What follows belongs to an exercise in optimizing a design on an open flow for small area and a short achievable clock period; a production flow would make more cautious choices. The RTL was checked by simulation tests, not by an equivalence proof against the original design. Power figures rest on the tool's default switching activity, not on a simulated workload.

`flow/config.mk`:
```
export PLATFORM = sky130hd
export DESIGN_NAME = memory_sync
export DESIGN_NICKNAME = memory_sync
export VERILOG_FILES = /design/flow/design.v
export SDC_FILE = /design/flow/constraint.sdc
export NUM_CORES = 4
export LEC_CHECK = 0
export CAP_MARGIN = 20
export CORE_MARGIN = 2
export CORE_UTILIZATION = 40
export SLEW_MARGIN = 20
export SYNTH_HIERARCHICAL = 1
export SYNTH_MINIMUM_KEEP_SIZE = 0
```
`flow/design.v`:
```
module memory_sync #(
  parameter int WIDTH  = 8,
  parameter int DEPTH  = 256,
  parameter int ADDR_W = 8
) (
  input  logic              clk,
  input  logic              rst,
  input  logic [WIDTH-1:0]  in,
  input  logic [ADDR_W-1:0] address,
  input  logic              write,
  input  logic              read,
  output logic [WIDTH-1:0]  out,
  output logic              valid,
  output logic              busy
  ,
  input  logic              inject_err,
  output logic              parity_err
);
  localparam int MW = WIDTH + 1;
  localparam int LO_W  = ADDR_W / 2;
  localparam int HI_W  = ADDR_W - LO_W;
  localparam int NROWS = 1 << ADDR_W;      
  localparam int NP    = NROWS / 2;        
  localparam int N2    = (NP + 3) / 4;     
  localparam int N3    = (N2 + 3) / 4;     
  localparam int N4    = (N3 + 3) / 4;     
  logic [ADDR_W-1:0]    cnt;
  logic [MW-1:0]        wr_word;
  logic [MW-1:0]        dcol;              
  logic [(1<<LO_W)-1:0] lo;
  logic [(1<<HI_W)-1:0] hi;
  logic [NROWS-1:0]     ns;                
  logic [NROWS-1:0]     we;                
  logic [MW-1:0]        mem_q [NROWS];
  logic [MW-1:0]        mem_d [NROWS];
  logic [MW-1:0]        rd_n;              
  logic [MW-1:0]        rd_word;
  assign wr_word = {inject_err, in};
  assign dcol = busy ? '0 : wr_word;
  always_comb begin
    for (int k = 0; k < (1 << LO_W); k++) lo[k] = (address[LO_W-1:0] == LO_W'(k));
    for (int k = 0; k < (1 << HI_W); k++) hi[k] = (address[ADDR_W-1:LO_W] == HI_W'(k));
  end
  for (genvar i = 0; i < NROWS; i++) begin : g_row
    ms_nand2 u_sel (.a(hi[i >> LO_W]), .b(lo[i % (1 << LO_W)]), .y(ns[i]));
    if (i < DEPTH) begin : g_st
      ms_o21ai u_we (.a1(ns[i]), .a2(!write), .b1(!busy), .y(we[i]));
      for (genvar b = 0; b < MW; b++) begin : g_bit
        ms_a22o u_d (.a1(mem_q[i][b]), .a2(!we[i]), .b1(dcol[b]), .b2(we[i]), .x(mem_d[i][b]));
      end
      always_ff @(posedge clk) mem_q[i] <= mem_d[i];
    end else begin : g_none
      assign we[i]    = 1'b0;
      assign mem_q[i] = '1;                
      assign mem_d[i] = '1;
    end
  end
  for (genvar b = 0; b < MW; b++) begin : g_rd
    logic [NP-1:0]   t1;
    logic [16*N3-1:0] t1p;
    logic [N3-1:0]   t3;
    logic [4*N4-1:0] t3p;
    logic [N4-1:0]   t4;
    for (genvar p = 0; p < NP; p++) begin : g_l1
      ms_o22ai u (.a1(ns[2*p]), .a2(mem_q[2*p][b]), .b1(ns[2*p+1]), .b2(mem_q[2*p+1][b]),
                  .y(t1[p]));
    end
    assign t1p = (16*N3)'(t1);
    for (genvar p = 0; p < N3; p++) begin : g_l23
      ms_or16 u (.a(t1p[16*p +: 16]), .y(t3[p]));
    end
    assign t3p = (4*N4)'(t3);
    for (genvar p = 0; p < N4; p++) begin : g_l4
      ms_nor4 u (.a(t3p[4*p]), .b(t3p[4*p+1]), .c(t3p[4*p+2]), .d(t3p[4*p+3]), .y(t4[p]));
    end
    assign rd_n[b] = !(&t4);
  end
  assign rd_word = write ? wr_word : ~rd_n;
  always_ff @(posedge clk) begin
    if (rst) begin
      cnt   <= '0;
      busy  <= 1'b1;
      out   <= '0;
      valid <= 1'b0;
      parity_err <= 1'b0;
    end else begin
      valid <= 1'b0;
      parity_err <= 1'b0;
      if (busy) begin
        cnt <= cnt + ADDR_W'(1);
        if (cnt == ADDR_W'(DEPTH - 1)) busy <= 1'b0;
      end else if (read) begin
        out   <= rd_word[WIDTH-1:0];
        valid <= 1'b1;
        parity_err <= rd_word[MW-1];
      end
    end
  end
endmodule
module ms_nand2 (input logic a, b, output logic y);
  assign y = !(a && b);
endmodule
module ms_o21ai (input logic a1, a2, b1, output logic y);
  assign y = !((a1 || a2) && b1);
endmodule
module ms_a22o (input logic a1, a2, b1, b2, output logic x);
  assign x = (a1 && a2) || (b1 && b2);
endmodule
module ms_o22ai (input logic a1, a2, b1, b2, output logic y);
  assign y = !((a1 || a2) && (b1 || b2));
endmodule
module ms_nor4 (input logic a, b, c, d, output logic y);
  assign y = !(a || b || c || d);
endmodule
module ms_nand4 (input logic a, b, c, d, output logic y);
  assign y = !(a && b && c && d);
endmodule
module ms_or16 (input logic [15:0] a, output logic y);
  logic [3:0] n;
  for (genvar k = 0; k < 4; k++) begin : g_k
    assign n[k] = !(|a[4*k +: 4]);
  end
  assign y = !(&n);
endmodule
```
`flow/constraint.sdc`:
```
create_clock -name core_clock -period 5.0 [get_ports {clk}]
set_input_delay 1.0000 -clock core_clock [delete_from_list [all_inputs] [get_ports {clk}]]
set_output_delay 1.0000 -clock core_clock [all_outputs]
set_load 0.01 [all_outputs]
```
`flow/run.sh`:
```
#!/bin/bash
# synth_recipe.tcl (not shown) runs the flow's synth.tcl, then flattens the netlist and writes it again
# the make line also repeats each setting of config.mk as NAME=value (left out here)
make -C /OpenROAD-flow-scripts/flow DESIGN_CONFIG=/design/flow/config.mk WORK_HOME=/design/flow/orfs CLKGATE_MAP_FILE= SYNTH_SCRIPT=/design/flow/synth_recipe.tcl finish
```
==> run summary <==
[cell families after synthesis]
group | synth area share [%]
AOI/OAI and AO/OA | 35.89
xor gates and xnor gates | 0.04365
adders and majority gates | 0.01558
buffers and inverters | 1.247
DFF | 57.93
muxes | 0.01247
and+or+nand+nor | 4.855
[synth_stat cells (2+ instances only)]
cell	count
a21oi_1	11
a22o_1	2304
a211oi_1	8
clkbuf_1	3
buf_2	2
nor4_1	290
nor4_2	18
nor3_1	12
nand2_1	264
xor2_1	3
nand2b_1	10
o22ai_1	1152
nor2b_1	9
nand3_2	2
inv_1	257
o21ai_0	3
nand4_1	75
dfxtp_1	2323
nor2_1	32
o21ai_1	256
nand3_1	10
[worst max-delay path by stage]
stage / from / to / slack, ps / depth (start not counted)
2_1_floorplan: busy / mem_q[0][0] / 270 / 6
3_3_place_gp: address[3] / out[5] / -370 / 12
3_5_place_dp: address[3] / out[5] / -360 / 12
4_1_cts: address[3] / out[5] / 530 / 12
5_1_grt: address[3] / out[5] / 250 / 12
6_report: address[3] / out[5] / 400 / 12
[through the flow]
step                util, %  std cells  hold WS, ps
finish                48.24      10630        483.1
global route          48.23      10626        490.4
CTS                   48.20      10622        486.5
detailed placement    44.14      10196        470.5
global placement      44.13      10196        461.5
floorplan                 -       7056        452.1
[sequential cells by signal, summed over array words and instances (netlist names)]
signal and count:
busy 1, parity_err 1, valid 1, out 8
cnt 8, mem_q 2304
[layer usage]
metal / vias up / wire [um] / global-route usage, %
li1: 30837 / - / -
met1: 33972 / 127200 / 37.41
met2: 3191 / 124000 / 40.40
met3: 612 / 22880 / 5.078
met4: 4 / 11250 / 10.32
met5: - / 26 / 0
[Yosys stat by module (local to each module, per instance)]
module / cells inside / times used / area (sq um)
ms_a22o: 1 / 2304 / 8.758
ms_nor4: 1 / 18 / 12.51
ms_o22ai: 1 / 1152 / 6.256
memory_sync: 2710 / 1 / 48170
ms_nand2: 1 / 256 / 3.754
ms_or16: 5 / 72 / 31.28
ms_o21ai: 1 / 256 / 5.005
[final cells by class]
class,count,area (sq um)
fill,17976,103300
sequential,2323,46500
multi-input combinational,4468,33000
clock buffer,318,6534
timing repair buffer,493,4369
tap,2656,3323
clock inverter,108,1580
inverter,258,984.7
antenna,6,15.01
[cell usage in the layout, fill, tap and decap left out, types with 2 or more instances in the layout]
cell,n
nor2b_4,9
nand3_2,2
clkbuf_1,41
a21oi_1,11
clkinv_4,4
nand2b_1,10
diode_2,6
o21ai_0,3
clkdlybuf4s50_1,31
buf_4,416
nor3_4,2
nand4_1,75
nand3_1,10
a22o_1,2304
inv_1,256
nor3_2,10
o22ai_1,1152
clkinv_2,43
clkbuf_16,228
nand2_1,264
nor4_1,287
buf_12,44
nor2_1,21
inv_16,5
nor4_2,21
clkinv_8,5
xor2_1,3
o21ai_1,256
nor2_2,2
nor2_4,9
bufinv_16,33
buf_16,2
a211oi_1,8
clkinvlp_4,14
inv_6,4
dfxtp_1,2323
clkbuf_8,49
[critical path, cell delays in order]
cell	delay (ps)
clkdlybuf4s50_1	640
nand2_1	430
nor2_4	220
buf_12	220
buf_4	140
nand2_1	350
o22ai_1	180
nor4_1	710
nand4_1	300
nor4_2	740
nand3_1	160
a211oi_1	220
[power by group through the flow]
stage,combinational (uW),sequential [uW],clock [uW]
2_1_floorplan,216,18900,0
3_3_place_gp,633,18900,0
3_5_place_dp,634,18900,0
4_1_cts,635,18500,18600
5_1_grt,662,18500,19400
6_report,655,18500,18400
==> summary.md <==
| Metric | Value |
|---|---|
| Pwr/cell area | 390.4 nW/um^2 |
| CP required | 5770 ps |
| Remaining antenna violation count | 0 |
| Crit share post-route | 92.03% |
| Critical Path End Type | flop |
| RSZ-0062 raised after global routing | false |
| Horiz. Die Dim | 452.0 um |
| Post-synth EDFFs | 0 |
| Global-route wire length before repair | 425.4 mm |
| Initial antenna violation count | 11 |
| DP Area | 88,120 sq um |
| Post-synthesis sequential element count | 2,323 |
| DRC | 0 |
| Final wirelength | 285.4 mm |
| Rows | 164 |
| Overflow after GRT | 0 |
| Hold Buf Count CTS | 0 |
| Vias in the first global route | 65.50k |
| Combinational Power Share | 1.7% |
| Predominant post-synthesis flop cell | dfxtp_1 |
| Synth-to-layout area growth | 19.98% |
| Share of layout cells above drive strength 1 | 11.36% |
| Slew HR | 20.33% |
| R2R depth | 7 |
| Setup WS post-layout | 398.5 ps |
| P_leak | 0.03869 uW |
| Iter 0 DRT Violations | 7,495 |
| Drt pass-1 iters | 6 |
| Design area | 96,310 sq um |
| Sequential area share after synthesis | 57.93% |
| Pre-CTS WS | -364.5 ps |
| Ys async rst share | 0% |
| # setup viols final | 0 |
| Startpoint types | input port |
| CP Class | in -> reg |
| Clk latency of the worst-skew pair | 860 ps |
| Internal power | 29,550 uW |
| Post-layout min period | 4602 ps |
| Worst vdd ir | 0.3953 mV |
| Clock Path Buffers | 3 |
| FF-to-FF Start | mem_q[184][2] |
| CTS clock-pin slew for the worst setup and hold paths | 60 ps |
| Post-Route Setup TNS | 0 ps |
| Post-CTS setup buffers | 0 |
| IO Port Bufs | 31 |
| Vias/cell | 6.455 |
| Cell accounting for the most synthesized area | dfxtp_1 |
| Max Transition Viols Final | 0 |
| Layout Nets | 7,793 |
| Worst Clk Skew | 22.47 ps |
| Max FO, Critical Path | 10 |
| Worst R2R End | out[2] |
| YS warnings | 10 |
| Top cells by area, synth | dfxtp_1 (58%), a22o_1 (25%), o22ai_1 (9.0%) |
| CTS tree | done |
| Fmax | 217.3 MHz |
| Initial Util | 40.21% |
| Post_cts resized | 0 |
| Mean routed wirelength per cell | 26.85 um |
| TritonCTS buffer count | 227 |
| H-tree levels | 4 |
| I/O Pins | 32 |
| Slew of the pin with the lowest slew margin | 1191 ps |
| Largest net degree at the start of global routing | 143 |
| Die Y | 452.0 um |
| Setup slack, reg-to-reg | 1980 ps |
| Clk root buf | clkbuf_16 |
| Net Count, Synth | 7,078 |
| Final HPWL from detailed placement | 179.4 mm |
| Core area | 199,700 sq um |
| Status | complete, no violations |
| HP Start | mem_q[185][2] |
| Avg Cell Area, Syn | 11.38 sq um |
| Top cell type's share of synthesized area | 57.93% |
| Total global-route track usage | 26.67% |
| CTS sink cnt | 2,323 |
| GP Congestion | 0.9113 |
| Pwr Total | 37,600 uW |
| Clock network fraction of total power | 49.0% |
| Synth Instances | 7,056 |
| Number of distinct library cells after synthesis | 33 |
| Maxcap violations | 0 |
| Hold Crit Endpoint | mem_q[185][2] |
| Endpoints failing hold | 0 |
| Die Footprint | 204,300 sq um |
| HP Class | reg -> reg |
| Crit path arrival time | 5370 ps |
| Register share of total power | 49.2% |
| Psw | 8046 uW |
| Mapped Area | 80,270 sq um |
| Routed via count | 68.62k |
| Net Sw Frac | 21.40% |
| Hold depth | 1 |

## afterwards: timing with drivers on the ports
No port has a modelled driver above. Below, the same layout with a new extraction and two added sets of constraints. Step 1 assumes that a clkbuf_16 drives the clock port and a buf_2 every other input. Step 2 adds t to the input delays and takes it off the output delays; t is the mean of the earliest and latest rising clock arrival at the registers after step 1. Input paths then give back, and output paths get back, about the clock's delay inside the block. Three values: ideal ports, drivers, drivers and shift; two values: the first two.
shift t [ns]: 0.936
setup WS [ns]: 0.398 / 0.432 / -0.504
worst slew at a driven data input, ns: 0.23
Met with ideal ports but missed after step 2: setup timing in this run. The setup slack of this run moves by +0.034 ns with the drivers and by -0.902 ns with both steps.
